From an optimization exercise on the open Yosys and OpenROAD flow, aimed at small area, a short achievable clock period and few clock cycles per item; shortcuts taken in it are not production practice.
At most, simulation tests tie the RTL to the original design; equivalence was not proved.

==> flow/design.v <==
`default_nettype none
module ascon_perm_engine #(
    parameter int UNROLL  = 1,
    parameter int SLICE_W = 64
) (
    input  logic         clk,
    input  logic         rst,
    input  logic         in_valid_i,
    output logic         in_ready_o,
    input  logic [3:0]   rounds_i,
    input  logic [319:0] state_i,
    output logic         out_valid_o,
    input  logic         out_ready_i,
    output logic [319:0] state_o,
    output logic         busy_o
);
    localparam int W = 64;
    logic [319:0] st_q;        
    logic [3:0]   r_q;         
    logic         busy_q;      
    logic         valid_q;     
    logic         run_q;       
    logic [3:0]   sel_run_q;   
    logic [3:0]   sel_ld_q;    
    function automatic logic [W-1:0] ror(input logic [W-1:0] x, input int n);
        ror = (x >> n) | (x << (W - n));
    endfunction
    function automatic logic [319:0] half_a(input logic [319:0] s, input logic [7:0] c);
        logic [W-1:0] x0, x1, x2, x3, x4;
        logic [W-1:0] t0, t1, t2, t3, t4;
        x0 = s[4*W +: W];
        x1 = s[3*W +: W];
        x2 = s[2*W +: W];
        x3 = s[1*W +: W];
        x4 = s[0*W +: W];
        x2 = x2 ^ {{(W-8){1'b0}}, c};
        x0 = x0 ^ x4;
        x4 = x4 ^ x3;
        x2 = x2 ^ x1;
        t0 = ~x0 & x1;
        t1 = ~x1 & x2;
        t2 = ~x2 & x3;
        t3 = ~x3 & x4;
        t4 = ~x4 & x0;
        x0 = x0 ^ t1;
        x1 = x1 ^ t2;
        x2 = x2 ^ t3;
        x3 = x3 ^ t4;
        x4 = x4 ^ t0;
        x1 = x1 ^ x0;
        x0 = x0 ^ x4;
        x3 = x3 ^ x2;
        x2 = ~x2;
        half_a = {x0, x1, x2, x3, x4};
    endfunction
    function automatic logic [319:0] lin(input logic [319:0] s);
        logic [W-1:0] x0, x1, x2, x3, x4;
        x0 = s[4*W +: W];
        x1 = s[3*W +: W];
        x2 = s[2*W +: W];
        x3 = s[1*W +: W];
        x4 = s[0*W +: W];
        x0 = x0 ^ ror(x0, 19) ^ ror(x0, 28);
        x1 = x1 ^ ror(x1, 61) ^ ror(x1, 39);
        x2 = x2 ^ ror(x2, 1)  ^ ror(x2, 6);
        x3 = x3 ^ ror(x3, 10) ^ ror(x3, 17);
        x4 = x4 ^ ror(x4, 7)  ^ ror(x4, 41);
        lin = {x0, x1, x2, x3, x4};
    endfunction
    logic [319:0] l_q;         
    logic         dlv;         
    logic         acc;         
    logic [3:0]   r0;          
    logic [3:0]   r_d;
    logic [319:0] a_in;
    always_comb begin
        l_q  = lin(st_q);
        dlv  = valid_q & out_ready_i;
        in_ready_o = ~busy_q | dlv;
        acc  = in_valid_i & in_ready_o;
        r0   = ((rounds_i == 4'd0) || (rounds_i > 4'd12)) ? 4'd0 : 4'd12 - rounds_i;
        r_d  = run_q ? r_q + 4'd1 : r0;
        for (int k = 0; k < 4; k++) begin
            a_in[80*k +: 40]      = sel_run_q[k] ? l_q[80*k +: 40] : state_i[80*k +: 40];
            a_in[80*k + 40 +: 40] = sel_ld_q[k] ? state_i[80*k + 40 +: 40] : l_q[80*k + 40 +: 40];
        end
    end
    always_ff @(posedge clk) begin
        if (rst) begin
            busy_q  <= 1'b0;
            valid_q <= 1'b0;
            run_q   <= 1'b0;
        end else if (acc) begin
            busy_q  <= 1'b1;
            valid_q <= (r0 == 4'd11);
            run_q   <= (r0 != 4'd11);
        end else if (dlv) begin
            busy_q  <= 1'b0;
            valid_q <= 1'b0;
        end else if (run_q) begin
            valid_q <= (r_q == 4'd10);
            run_q   <= (r_q != 4'd10);
        end
    end
    always_ff @(posedge clk) begin
        if (rst) begin
            sel_run_q[0] <= 1'b0;
            sel_ld_q[0]  <= 1'b1;
        end else if (acc) begin
            sel_run_q[0] <= (r0 != 4'd11);
            sel_ld_q[0]  <= (r0 == 4'd11);
        end else if (dlv) begin
            sel_run_q[0] <= 1'b0;
            sel_ld_q[0]  <= 1'b1;
        end else if (sel_run_q[0]) begin
            sel_run_q[0] <= (r_q != 4'd10);
            sel_ld_q[0]  <= (r_q == 4'd10);
        end
    end
    always_ff @(posedge clk) begin
        if (rst) begin
            sel_run_q[1] <= 1'b0;
            sel_ld_q[1]  <= 1'b1;
        end else if (~valid_q | out_ready_i) begin
            sel_run_q[1] <= acc ? (r0 != 4'd11) : sel_run_q[1] & (r_q != 4'd10);
            sel_ld_q[1]  <= acc ? (r0 == 4'd11) : sel_ld_q[1] | (r_q == 4'd10);
        end
    end
    always_ff @(posedge clk) begin
        if (rst) begin
            sel_run_q[2] <= 1'b0;
            sel_ld_q[2]  <= 1'b1;
        end else begin
            sel_run_q[2] <= (acc | sel_run_q[2]) & (r_d != 4'd11);
            sel_ld_q[2]  <= ~(acc | ~sel_ld_q[2]) | (r_d == 4'd11);
        end
    end
    always_ff @(posedge clk) begin
        if (rst) begin
            sel_run_q[3] <= 1'b0;
            sel_ld_q[3]  <= 1'b1;
        end else if (~valid_q | out_ready_i) begin
            sel_run_q[3] <= (acc | sel_run_q[3]) & (r_d != 4'd11);
            sel_ld_q[3]  <= ~(acc | ~sel_ld_q[3]) | (r_d == 4'd11);
        end
    end
    always_ff @(posedge clk) begin
        if (~valid_q | out_ready_i) begin
            st_q <= half_a(a_in, {~r_d, r_d});
            r_q  <= r_d;
        end
    end
    assign out_valid_o = valid_q;
    assign busy_o      = busy_q;
    assign state_o     = l_q;
endmodule
`default_nettype wire
==> flow/config.mk <==
export PLATFORM = sky130hd
export DESIGN_NAME = ascon_perm_engine
export DESIGN_NICKNAME = ascon_perm_engine
export VERILOG_FILES = /design/flow/design.v
export SDC_FILE = /design/flow/constraint.sdc
export NUM_CORES = 4
export LEC_CHECK = 0
export CAP_MARGIN = 20
export CORE_MARGIN = 2
export CORE_UTILIZATION = 40
export SETUP_SLACK_MARGIN = 2.0
export SLEW_MARGIN = 20
==> flow/constraint.sdc <==
create_clock -name core_clock -period 5.0 [get_ports {clk}]
set_input_delay 1.0000 -clock core_clock [delete_from_list [all_inputs] [get_ports {clk}]]
set_output_delay 1.0000 -clock core_clock [all_outputs]
set_load 0.01 [all_outputs]
standard.sh (not shown) runs the stock make flow with config.mk's settings and CLKGATE_MAP_FILE= SYNTH_SCRIPT=/design/flow/synth_recipe.tcl, a recipe that flattens the netlist after the stock synthesis.
==> flow/flow/run.sh <==
#!/bin/bash
# Own layout flow: the standard flow (standard synthesis, floorplan, power
# grid, placement, CTS, routing) with two changes to how it is made:
#  - ports are buffered with buf_1 instead of the default buffer choice;
#  - timing repair only resizes and swaps pins (no buffer trees or cloning).
# ORFS writes every tool's full log under orfs/logs/; make's own output goes
# to flow_make.log here.
set -euo pipefail
export BUFFER_PORTS_ARGS="-buffer_cell sky130_fd_sc_hd__buf_1"
export SETUP_MOVE_SEQUENCE="sizeup,swap"
export SKIP_GATE_CLONING=1
bash standard.sh finish > flow_make.log 2>&1
==> next run, changes <==
--- a/flow/design.v
+++ b/flow/design.v
@@ -21,6 +21,5 @@
     logic         valid_q;     
     logic         run_q;       
-    logic [3:0]   sel_run_q;   
-    logic [3:0]   sel_ld_q;    
+    logic         ld_q;        
     function automatic logic [W-1:0] ror(input logic [W-1:0] x, input int n);
         ror = (x >> n) | (x << (W - n));
@@ -81,8 +80,6 @@
         r0   = ((rounds_i == 4'd0) || (rounds_i > 4'd12)) ? 4'd0 : 4'd12 - rounds_i;
         r_d  = run_q ? r_q + 4'd1 : r0;
-        for (int k = 0; k < 4; k++) begin
-            a_in[80*k +: 40]      = sel_run_q[k] ? l_q[80*k +: 40] : state_i[80*k +: 40];
-            a_in[80*k + 40 +: 40] = sel_ld_q[k] ? state_i[80*k + 40 +: 40] : l_q[80*k + 40 +: 40];
-        end
+        a_in[319:160] = run_q ? l_q[319:160] : state_i[319:160];
+        a_in[159:0]   = ld_q  ? state_i[159:0] : l_q[159:0];
     end
     always_ff @(posedge clk) begin
@@ -91,8 +88,10 @@
             valid_q <= 1'b0;
             run_q   <= 1'b0;
+            ld_q    <= 1'b1;
         end else if (acc) begin
             busy_q  <= 1'b1;
             valid_q <= (r0 == 4'd11);
             run_q   <= (r0 != 4'd11);
+            ld_q    <= (r0 == 4'd11);
         end else if (dlv) begin
             busy_q  <= 1'b0;
@@ -101,46 +100,5 @@
             valid_q <= (r_q == 4'd10);
             run_q   <= (r_q != 4'd10);
-        end
-    end
-    always_ff @(posedge clk) begin
-        if (rst) begin
-            sel_run_q[0] <= 1'b0;
-            sel_ld_q[0]  <= 1'b1;
-        end else if (acc) begin
-            sel_run_q[0] <= (r0 != 4'd11);
-            sel_ld_q[0]  <= (r0 == 4'd11);
-        end else if (dlv) begin
-            sel_run_q[0] <= 1'b0;
-            sel_ld_q[0]  <= 1'b1;
-        end else if (sel_run_q[0]) begin
-            sel_run_q[0] <= (r_q != 4'd10);
-            sel_ld_q[0]  <= (r_q == 4'd10);
-        end
-    end
-    always_ff @(posedge clk) begin
-        if (rst) begin
-            sel_run_q[1] <= 1'b0;
-            sel_ld_q[1]  <= 1'b1;
-        end else if (~valid_q | out_ready_i) begin
-            sel_run_q[1] <= acc ? (r0 != 4'd11) : sel_run_q[1] & (r_q != 4'd10);
-            sel_ld_q[1]  <= acc ? (r0 == 4'd11) : sel_ld_q[1] | (r_q == 4'd10);
-        end
-    end
-    always_ff @(posedge clk) begin
-        if (rst) begin
-            sel_run_q[2] <= 1'b0;
-            sel_ld_q[2]  <= 1'b1;
-        end else begin
-            sel_run_q[2] <= (acc | sel_run_q[2]) & (r_d != 4'd11);
-            sel_ld_q[2]  <= ~(acc | ~sel_ld_q[2]) | (r_d == 4'd11);
-        end
-    end
-    always_ff @(posedge clk) begin
-        if (rst) begin
-            sel_run_q[3] <= 1'b0;
-            sel_ld_q[3]  <= 1'b1;
-        end else if (~valid_q | out_ready_i) begin
-            sel_run_q[3] <= (acc | sel_run_q[3]) & (r_d != 4'd11);
-            sel_ld_q[3]  <= ~(acc | ~sel_ld_q[3]) | (r_d == 4'd11);
+            ld_q    <= (r_q == 4'd10);
         end
     end
What happened: The changed run ran to the end with no violations. Count of clock-buffer cells in the layout went down by 12. Routed wire length went down by a few percent. Clock skew went down by 0.0040 ns. Fmax went up slightly. Non-clock buffer count went up by 4. Register-to-register slack gets worse by 0.08 ns. Cell area went down by a few percent. Core utilization went down by 0.53 points. Cell count went down by a few percent.
Testbench counts after the change, summed over its fixed seeds: cycles 11,884, items 1,280.
Only the layout flow was run in the first run of this note; the RTL was not checked for function there.

==> afterwards: timing with drivers on the ports <==
In the flow no input, the clock included, has a driving cell. The finished layouts below were timed again as built, in two steps.
Step 1 sets driving cells, clkbuf_16 on the clock port and buf_2 on the other inputs (assumed; they add their load-dependent delay and slew).
Step 2 times the ports against the registers' clock, not the clock port: input delays grow and output delays shrink by t, the midpoint of the rising clock arrivals with the driver on.
Slacks: no drivers / after step 1 / after step 2; pairs: no drivers / after step 1.
run | t, ns | setup slack, ns | clock arrival spread, ns | cell pins on the clock port's net
the first run | 0.638 | 1.906 / 1.834 / 1.671 | 0.018 / 0.018 | 1
the second run | 0.637 | 1.920 / 1.851 / 1.455 | 0.015 / 0.015 | 1
After both steps setup and hold are still met in every run listed. The setup slack of the second run, which loses most, moves by -0.069 ns with the drivers and by -0.465 ns with both steps.
